What follows belongs to an exercise in optimizing a design on an open flow for small area, a short achievable clock period and few clock cycles per item; a production flow would make more cautious choices.
Only simulation tests tie the RTL to the original design; equivalence was not proved.
No activity file was given, so power comes from the tool's default toggle rates.

==> run a: inputs <==
// smoothed_noise_modulator
module smoothed_noise_modulator (
    input  logic        i_clk,
    input  logic        i_rst_n,
    input  logic        i_s_tvalid,
    output logic        o_s_tready,
    input  logic [95:0] i_s_tdata,
    input  logic [1:0]  i_s_tuser,
    output logic        o_m_tvalid,
    input  logic        i_m_tready,
    output logic [31:0] o_m_tdata,
    input  logic        i_cfg_valid,
    output logic        o_cfg_ready,
    input  logic [1:0]  i_cfg_index,
    input  logic [15:0] i_cfg_data
);
Settings: LEC_CHECK=0, ABC_AREA=1, CAP_MARGIN=20, CORE_MARGIN=2, CORE_UTILIZATION=40, SETUP_SLACK_MARGIN=5, SLEW_MARGIN=20; clock period 9.0 ns.
run.sh (not shown) runs the stock make flow with config.mk's settings and CLKGATE_MAP_FILE= SYNTH_SCRIPT=/design/flow/synth_recipe.tcl, a recipe that flattens the netlist after the stock synthesis.
==> inputs of run b, as changes to run a <==
--- a/flow/design.v
+++ b/flow/design.v
@@ -1047,21 +1047,22 @@
     logic [NCH*48-1:0] r_gain;                                
     logic [NCH-1:0]    r_gain_ok;
     logic adv;           
     logic hz;            
     logic mv0;           
+    logic r_rdy;         
     logic s_acc;
     logic [2:0] in_ch;
     logic in_range, in_upd, in_par, in_mot;
     logic [NCH-1:0] in_sl, in_sm;
     assign in_ch    = i_s_tdata[2:0];
     assign in_range = (in_ch < 3'd6);
     assign in_mot   = (i_s_tuser == 2'd1);
     assign in_upd   = in_range && r_auto && (i_s_tuser == 2'd0 || i_s_tuser == 2'd1);
     assign in_par   = in_range && (i_s_tuser == 2'd2);
-    assign mv0        = adv && !hz;
-    assign o_s_tready = mv0;
+    assign mv0        = r_rdy;
+    assign o_s_tready = r_rdy;
     assign s_acc      = i_s_tvalid && mv0;
     always_comb begin
         for (int c = 0; c < NCH; c++) begin
             in_sl[c] = s_acc && in_upd && !in_mot && in_ch == c;
             in_sm[c] = s_acc && in_upd &&  in_mot && in_ch == c;
@@ -1157,14 +1158,14 @@
             r2_vld <= 1'b0;
             r2_par <= 1'b0;
             r2_sl  <= '0;
             r2_sm  <= '0;
         end else if (adv) begin
-            r2_vld <= r0_vld && !hz;
-            r2_par <= r0_par && !hz;
-            r2_sl  <= hz ? '0 : r0_sl;
-            r2_sm  <= hz ? '0 : r0_sm;
+            r2_vld <= r0_vld && r_rdy;
+            r2_par <= r0_par && r_rdy;
+            r2_sl  <= r_rdy ? r0_sl : '0;
+            r2_sm  <= r_rdy ? r0_sm : '0;
         end
     end
     always_ff @(posedge i_clk) begin
         if (adv) begin
             r2_mot <= r0_mot;
@@ -1299,58 +1300,35 @@
                 r_a3[c*32 +: 32] <= qb_n;
             end
             if (r4_sm[c]) r_m1[c*32 +: 32] <= qa_n;
         end
     end
-    logic           r5_vld, r5_par, r5_mot;
-    logic [31:0]    r5_qa, r5_qb;
-    logic [2:0]     r5_ch;
-    logic [4:0]     r5_k2a, r5_k2b;
-    always_ff @(posedge i_clk) begin
-        if (!i_rst_n) begin
-            r5_vld <= 1'b0;
-            r5_par <= 1'b0;
-        end else if (adv) begin
-            r5_vld <= r4_vld;
-            r5_par <= r4_par;
-        end
-    end
-    always_ff @(posedge i_clk) begin
-        if (adv) begin
-            r5_mot <= r4_mot;
-            r5_ch  <= r4_ch;
-            r5_qa  <= qa_n;
-            r5_qb  <= qb_n;
-            r5_k2a <= r4_k2a;
-            r5_k2b <= r4_k2b;
-        end
-    end
     logic [47:0] g_rd;
     logic [31:0] ya, yb;
     always_comb begin
         g_rd = '0;
         for (int c = 0; c < NCH; c++)
-            if (r5_ch == c && r_gain_ok[c]) g_rd = g_rd | r_gain[c*48 +: 48];
-        ya = 32'($signed(r5_qa) >>> r5_k2a);
-        yb = 32'($signed(r5_qb) >>> r5_k2b);
+            if (r4_ch == c && r_gain_ok[c]) g_rd = g_rd | r_gain[c*48 +: 48];
+        ya = 32'($signed(qa_n) >>> r4_k2a);
+        yb = 32'($signed(qb_n) >>> r4_k2b);
     end
     always_ff @(posedge i_clk) begin
         if (!i_rst_n) begin
             r_gain_ok <= '0;
         end else begin
             for (int c = 0; c < NCH; c++)
-                if (r5_par && r5_ch == c) r_gain_ok[c] <= 1'b1;
+                if (r4_par && r4_ch == c) r_gain_ok[c] <= 1'b1;
         end
     end
     always_ff @(posedge i_clk) begin
         for (int c = 0; c < NCH; c++)
-            if (r5_par && r5_ch == c) r_gain[c*48 +: 48] <= {r5_qb[15:0], r5_qa};
+            if (r4_par && r4_ch == c) r_gain[c*48 +: 48] <= {qb_n[15:0], qa_n};
     end
     logic [15:0] ga, gb;
     logic [7:0]  ea_one, ea_two, ea_neg, eb_one, eb_two, eb_neg;
-    assign ga = r5_mot ? r_mgain : g_rd[31:16];
-    assign gb = r5_mot ? 16'd0   : g_rd[47:32];
+    assign ga = r4_mot ? r_mgain : g_rd[31:16];
+    assign gb = r4_mot ? 16'd0   : g_rd[47:32];
     snm_benc u_enc_a (.g(ga), .one(ea_one), .two(ea_two), .neg(ea_neg));
     snm_benc u_enc_b (.g(gb), .one(eb_one), .two(eb_two), .neg(eb_neg));
     logic        r6_vld, r6_mot;
     logic [2:0]  r6_ch;
     logic [28:0] r6_ya, r6_yb;
@@ -1358,26 +1336,26 @@
     logic [15:0] r6_off;
     always_ff @(posedge i_clk) begin
         if (!i_rst_n) begin
             r6_vld <= 1'b0;
         end else if (adv) begin
-            r6_vld <= r5_vld;
+            r6_vld <= r4_vld;
         end
     end
     always_ff @(posedge i_clk) begin
         if (adv) begin
-            r6_mot   <= r5_mot;
-            r6_ch    <= r5_ch;
+            r6_mot   <= r4_mot;
+            r6_ch    <= r4_ch;
             r6_ya    <= ya[28:0];
             r6_yb    <= yb[28:0];
             r6_a_one <= ea_one;
             r6_a_two <= ea_two;
             r6_a_neg <= ea_neg;
             r6_b_one <= eb_one;
             r6_b_two <= eb_two;
             r6_b_neg <= eb_neg;
-            r6_off   <= r5_mot ? 16'd512 : g_rd[15:0];
+            r6_off   <= r4_mot ? 16'd512 : g_rd[15:0];
         end
     end
     logic [28:0] pra, prb, prc, pqa, pqb, pqc;
     snm_mul u_mul_a (.y(r6_ya), .one(r6_a_one), .two(r6_a_two), .neg(r6_a_neg),
                      .ra(pra), .rb(prb), .rc(prc));
@@ -1459,32 +1437,33 @@
         else if (r8_mot && v[7:0] == 8'd0)  value = 8'd1;
         else                                value = v[7:0];
         slot = (r8_mot ? 6'd24 : 6'd30) + {3'd0, r8_ch};
         res  = {level, value, slot};
     end
-    logic [1:0]  r_cnt, cnt_n;
-    logic        r_full, r_head, r_tail, take, put;
-    logic [29:0] r_q0, r_q1;
-    assign take  = r_cnt != 2'd0 && i_m_tready;
-    assign put   = adv && r8_vld;
-    assign adv   = !r_full;
-    assign cnt_n = r_cnt + {1'b0, put} - {1'b0, take};
+    logic        r_out_vld, r_skid_vld, out_free, skid_n, hz_n;
+    logic [29:0] r_out, r_skid;
+    assign out_free = !r_out_vld || i_m_tready;
+    assign adv      = !r_skid_vld;
+    assign skid_n   = out_free ? 1'b0 : (r_skid_vld || (adv && r8_vld));
+    always_comb begin
+        if (!adv)      hz_n = hz;
+        else if (hz)   hz_n = 1'b0;
+        else           hz_n = |{in_sl & r0_sl, in_sm & r0_sm};
+    end
     always_ff @(posedge i_clk) begin
         if (!i_rst_n) begin
-            r_cnt  <= 2'd0;
-            r_full <= 1'b0;
-            r_head <= 1'b0;
-            r_tail <= 1'b0;
+            r_out_vld  <= 1'b0;
+            r_skid_vld <= 1'b0;
+            r_rdy      <= 1'b1;
         end else begin
-            r_cnt  <= cnt_n;
-            r_full <= cnt_n == 2'd2;
-            if (take) r_head <= !r_head;
-            if (put)  r_tail <= !r_tail;
+            if (out_free) r_out_vld <= r_skid_vld || (adv && r8_vld);
+            r_skid_vld <= skid_n;
+            r_rdy      <= !skid_n && !hz_n;
         end
     end
     always_ff @(posedge i_clk) begin
-        if (put && !r_tail) r_q0 <= res;
-        if (put &&  r_tail) r_q1 <= res;
+        if (adv) r_skid <= res;
+        if (out_free) r_out <= r_skid_vld ? r_skid : res;
     end
-    assign o_m_tvalid = r_cnt != 2'd0;
-    assign o_m_tdata  = {2'b00, r_head ? r_q1 : r_q0};
+    assign o_m_tvalid = r_out_vld;
+    assign o_m_tdata  = {2'b00, r_out};
 endmodule
==> flow/flow/run.sh (new file) <==
#!/bin/bash
set -euo pipefail
cp config.mk config.mk.orig
grep -v '^export SETUP_SLACK_MARGIN' config.mk.orig > config.mk
echo 'export SETUP_SLACK_MARGIN = 5.8' >> config.mk
cp standard.sh standard.sh.txt
bash standard.sh > standard.log 2>&1
==> flow/standard.sh (new file) <==
#!/bin/bash
# synth_recipe.tcl (not shown) runs the flow's synth.tcl, then flattens the netlist and writes it again
# the make line also repeats each setting of config.mk as NAME=value (left out here)
make -C /OpenROAD-flow-scripts/flow DESIGN_CONFIG=/design/flow/config.mk WORK_HOME=/design/flow/orfs CLKGATE_MAP_FILE= SYNTH_SCRIPT=/design/flow/synth_recipe.tcl "${@:-finish}"
--- a/flow/config.mk
+++ b/flow/config.mk
@@ -7,7 +7,9 @@
 export LEC_CHECK = 0
 export ABC_AREA = 1
 export CAP_MARGIN = 20
 export CORE_MARGIN = 2
 export CORE_UTILIZATION = 40
-export SETUP_SLACK_MARGIN = 5
+export CTS_CLUSTER_DIAMETER = 80
+export CTS_CLUSTER_SIZE = 30
 export SLEW_MARGIN = 20
+export SETUP_SLACK_MARGIN = 5.8
removed: flow/run.sh
==> inputs of run c, as changes to run a <==
--- a/flow/design.v
+++ b/flow/design.v
@@ -1047,21 +1047,22 @@
     logic [NCH*48-1:0] r_gain;                                
     logic [NCH-1:0]    r_gain_ok;
     logic adv;           
     logic hz;            
     logic mv0;           
+    logic r_rdy;         
     logic s_acc;
     logic [2:0] in_ch;
     logic in_range, in_upd, in_par, in_mot;
     logic [NCH-1:0] in_sl, in_sm;
     assign in_ch    = i_s_tdata[2:0];
     assign in_range = (in_ch < 3'd6);
     assign in_mot   = (i_s_tuser == 2'd1);
     assign in_upd   = in_range && r_auto && (i_s_tuser == 2'd0 || i_s_tuser == 2'd1);
     assign in_par   = in_range && (i_s_tuser == 2'd2);
-    assign mv0        = adv && !hz;
-    assign o_s_tready = mv0;
+    assign mv0        = r_rdy;
+    assign o_s_tready = r_rdy;
     assign s_acc      = i_s_tvalid && mv0;
     always_comb begin
         for (int c = 0; c < NCH; c++) begin
             in_sl[c] = s_acc && in_upd && !in_mot && in_ch == c;
             in_sm[c] = s_acc && in_upd &&  in_mot && in_ch == c;
@@ -1157,14 +1158,14 @@
             r2_vld <= 1'b0;
             r2_par <= 1'b0;
             r2_sl  <= '0;
             r2_sm  <= '0;
         end else if (adv) begin
-            r2_vld <= r0_vld && !hz;
-            r2_par <= r0_par && !hz;
-            r2_sl  <= hz ? '0 : r0_sl;
-            r2_sm  <= hz ? '0 : r0_sm;
+            r2_vld <= r0_vld && r_rdy;
+            r2_par <= r0_par && r_rdy;
+            r2_sl  <= r_rdy ? r0_sl : '0;
+            r2_sm  <= r_rdy ? r0_sm : '0;
         end
     end
     always_ff @(posedge i_clk) begin
         if (adv) begin
             r2_mot <= r0_mot;
@@ -1299,58 +1300,35 @@
                 r_a3[c*32 +: 32] <= qb_n;
             end
             if (r4_sm[c]) r_m1[c*32 +: 32] <= qa_n;
         end
     end
-    logic           r5_vld, r5_par, r5_mot;
-    logic [31:0]    r5_qa, r5_qb;
-    logic [2:0]     r5_ch;
-    logic [4:0]     r5_k2a, r5_k2b;
-    always_ff @(posedge i_clk) begin
-        if (!i_rst_n) begin
-            r5_vld <= 1'b0;
-            r5_par <= 1'b0;
-        end else if (adv) begin
-            r5_vld <= r4_vld;
-            r5_par <= r4_par;
-        end
-    end
-    always_ff @(posedge i_clk) begin
-        if (adv) begin
-            r5_mot <= r4_mot;
-            r5_ch  <= r4_ch;
-            r5_qa  <= qa_n;
-            r5_qb  <= qb_n;
-            r5_k2a <= r4_k2a;
-            r5_k2b <= r4_k2b;
-        end
-    end
     logic [47:0] g_rd;
     logic [31:0] ya, yb;
     always_comb begin
         g_rd = '0;
         for (int c = 0; c < NCH; c++)
-            if (r5_ch == c && r_gain_ok[c]) g_rd = g_rd | r_gain[c*48 +: 48];
-        ya = 32'($signed(r5_qa) >>> r5_k2a);
-        yb = 32'($signed(r5_qb) >>> r5_k2b);
+            if (r4_ch == c && r_gain_ok[c]) g_rd = g_rd | r_gain[c*48 +: 48];
+        ya = 32'($signed(qa_n) >>> r4_k2a);
+        yb = 32'($signed(qb_n) >>> r4_k2b);
     end
     always_ff @(posedge i_clk) begin
         if (!i_rst_n) begin
             r_gain_ok <= '0;
         end else begin
             for (int c = 0; c < NCH; c++)
-                if (r5_par && r5_ch == c) r_gain_ok[c] <= 1'b1;
+                if (r4_par && r4_ch == c) r_gain_ok[c] <= 1'b1;
         end
     end
     always_ff @(posedge i_clk) begin
         for (int c = 0; c < NCH; c++)
-            if (r5_par && r5_ch == c) r_gain[c*48 +: 48] <= {r5_qb[15:0], r5_qa};
+            if (r4_par && r4_ch == c) r_gain[c*48 +: 48] <= {qb_n[15:0], qa_n};
     end
     logic [15:0] ga, gb;
     logic [7:0]  ea_one, ea_two, ea_neg, eb_one, eb_two, eb_neg;
-    assign ga = r5_mot ? r_mgain : g_rd[31:16];
-    assign gb = r5_mot ? 16'd0   : g_rd[47:32];
+    assign ga = r4_mot ? r_mgain : g_rd[31:16];
+    assign gb = r4_mot ? 16'd0   : g_rd[47:32];
     snm_benc u_enc_a (.g(ga), .one(ea_one), .two(ea_two), .neg(ea_neg));
     snm_benc u_enc_b (.g(gb), .one(eb_one), .two(eb_two), .neg(eb_neg));
     logic        r6_vld, r6_mot;
     logic [2:0]  r6_ch;
     logic [28:0] r6_ya, r6_yb;
@@ -1358,26 +1336,26 @@
     logic [15:0] r6_off;
     always_ff @(posedge i_clk) begin
         if (!i_rst_n) begin
             r6_vld <= 1'b0;
         end else if (adv) begin
-            r6_vld <= r5_vld;
+            r6_vld <= r4_vld;
         end
     end
     always_ff @(posedge i_clk) begin
         if (adv) begin
-            r6_mot   <= r5_mot;
-            r6_ch    <= r5_ch;
+            r6_mot   <= r4_mot;
+            r6_ch    <= r4_ch;
             r6_ya    <= ya[28:0];
             r6_yb    <= yb[28:0];
             r6_a_one <= ea_one;
             r6_a_two <= ea_two;
             r6_a_neg <= ea_neg;
             r6_b_one <= eb_one;
             r6_b_two <= eb_two;
             r6_b_neg <= eb_neg;
-            r6_off   <= r5_mot ? 16'd512 : g_rd[15:0];
+            r6_off   <= r4_mot ? 16'd512 : g_rd[15:0];
         end
     end
     logic [28:0] pra, prb, prc, pqa, pqb, pqc;
     snm_mul u_mul_a (.y(r6_ya), .one(r6_a_one), .two(r6_a_two), .neg(r6_a_neg),
                      .ra(pra), .rb(prb), .rc(prc));
@@ -1459,32 +1437,33 @@
         else if (r8_mot && v[7:0] == 8'd0)  value = 8'd1;
         else                                value = v[7:0];
         slot = (r8_mot ? 6'd24 : 6'd30) + {3'd0, r8_ch};
         res  = {level, value, slot};
     end
-    logic [1:0]  r_cnt, cnt_n;
-    logic        r_full, r_head, r_tail, take, put;
-    logic [29:0] r_q0, r_q1;
-    assign take  = r_cnt != 2'd0 && i_m_tready;
-    assign put   = adv && r8_vld;
-    assign adv   = !r_full;
-    assign cnt_n = r_cnt + {1'b0, put} - {1'b0, take};
+    logic        r_out_vld, r_skid_vld, out_free, skid_n, hz_n;
+    logic [29:0] r_out, r_skid;
+    assign out_free = !r_out_vld || i_m_tready;
+    assign adv      = !r_skid_vld;
+    assign skid_n   = out_free ? 1'b0 : (r_skid_vld || (adv && r8_vld));
+    always_comb begin
+        if (!adv)      hz_n = hz;
+        else if (hz)   hz_n = 1'b0;
+        else           hz_n = |{in_sl & r0_sl, in_sm & r0_sm};
+    end
     always_ff @(posedge i_clk) begin
         if (!i_rst_n) begin
-            r_cnt  <= 2'd0;
-            r_full <= 1'b0;
-            r_head <= 1'b0;
-            r_tail <= 1'b0;
+            r_out_vld  <= 1'b0;
+            r_skid_vld <= 1'b0;
+            r_rdy      <= 1'b1;
         end else begin
-            r_cnt  <= cnt_n;
-            r_full <= cnt_n == 2'd2;
-            if (take) r_head <= !r_head;
-            if (put)  r_tail <= !r_tail;
+            if (out_free) r_out_vld <= r_skid_vld || (adv && r8_vld);
+            r_skid_vld <= skid_n;
+            r_rdy      <= !skid_n && !hz_n;
         end
     end
     always_ff @(posedge i_clk) begin
-        if (put && !r_tail) r_q0 <= res;
-        if (put &&  r_tail) r_q1 <= res;
+        if (adv) r_skid <= res;
+        if (out_free) r_out <= r_skid_vld ? r_skid : res;
     end
-    assign o_m_tvalid = r_cnt != 2'd0;
-    assign o_m_tdata  = {2'b00, r_head ? r_q1 : r_q0};
+    assign o_m_tvalid = r_out_vld;
+    assign o_m_tdata  = {2'b00, r_out};
 endmodule
==> flow/flow/run.sh (new file) <==
#!/bin/bash
set -euo pipefail
cp config.mk config.mk.orig
grep -v '^export SETUP_SLACK_MARGIN' config.mk.orig > config.mk
echo 'export SETUP_SLACK_MARGIN = 5.8' >> config.mk
cp standard.sh standard.sh.txt
bash standard.sh > standard.log 2>&1
==> flow/standard.sh (new file) <==
#!/bin/bash
# synth_recipe.tcl (not shown) runs the flow's synth.tcl, then flattens the netlist and writes it again
# the make line also repeats each setting of config.mk as NAME=value (left out here)
make -C /OpenROAD-flow-scripts/flow DESIGN_CONFIG=/design/flow/config.mk WORK_HOME=/design/flow/orfs CLKGATE_MAP_FILE= SYNTH_SCRIPT=/design/flow/synth_recipe.tcl "${@:-finish}"
--- a/flow/config.mk
+++ b/flow/config.mk
@@ -6,8 +6,10 @@
 export NUM_CORES = 4
 export LEC_CHECK = 0
 export ABC_AREA = 1
 export CAP_MARGIN = 20
 export CORE_MARGIN = 2
-export CORE_UTILIZATION = 40
-export SETUP_SLACK_MARGIN = 5
+export CORE_UTILIZATION = 55
+export CTS_CLUSTER_DIAMETER = 60
+export CTS_CLUSTER_SIZE = 20
 export SLEW_MARGIN = 20
+export SETUP_SLACK_MARGIN = 5.8
removed: flow/run.sh
==> comparison table <==
|  | run a | run c | run b |
|---|---|---|---|
| Share of Yosys cell area claimed by the top area cell type | 56.9% | 55.6% | 55.6% |
| Run status | finished clean | finished clean | finished clean |
| Power Sequential | 22.8 mW | 16.4 mW | 16.4 mW |
| Worst slew margin | 22.1% | 21.0% | 23.4% |
| Power of the clock network | 11.6 mW | 8.46 mW | 6.76 mW |
| Cell Int Power | 36.5 mW | 24.4 mW | 22.9 mW |
| Sink count of the clock tree | 2529 | 2449 | 2449 |
| # clk buffers | 372 | 212 | 143 |
| Total wire length | 346 mm | 361 mm | 361 mm |
| Share of total power in combinational logic | 43.9% | 36.5% | 38.1% |
| Destination of the critical timing path | o_s_tready | o_m_tdata[0] | o_s_tready |
| Chip Width | 567 um | 479 um | 561 um |
| Number of detailed-routing iterations run before antenna repair | 8 | 6 | 9 |
| Max H-tree Level | 5 | 4 | 3 |
| Comb. pwr | 26.9 mW | 14.3 mW | 14.3 mW |
| Highest-power group | combinational logic | sequential cells | sequential cells |
| Number of DRC markers after the initial detailed-route iteration | 8840 | 9314 | 9664 |
Testbench counts of run a, summed over its fixed seeds: cycles 25,564, items 20,122.
Testbench counts of run b, summed over its fixed seeds: cycles 25,556, items 20,122.
Testbench counts of run c, summed over its fixed seeds: cycles 25,556, items 20,122.

==> what the ideal ports hide <==
The flow's constraints put no driver on any port. The routed layouts listed below were extracted and timed again, unchanged, in two steps.
Step 1, drivers: a clkbuf_16 drives i_clk and a buf_2 each remaining input, both assumed.
Step 2 times the ports against the registers' clock, not the clock port: input delays grow and output delays shrink by t, the midpoint of the rising clock arrivals with the driver on.
Three values: ideal, step 1, step 2; two values: the first two.
| run | t (ns) | setup slack, ns | worst setup path at the end | latest minus earliest clock arrival (ns) |
|---|---|---|---|---|
| run a | 0.980 | 5.057 / 4.957 / 5.024 | input to register | 0.047 / 0.047 |
| run b | 0.918 | 5.733 / 5.631 / 5.083 | input to register | 0.129 / 0.129 |
| run c | 0.939 | 5.742 / 5.646 / 5.023 | input to register | 0.042 / 0.043 |
After both steps every run listed still meets setup and hold. The setup slack of run c, which loses most, moves by -0.096 ns with the drivers and by -0.719 ns with both steps.
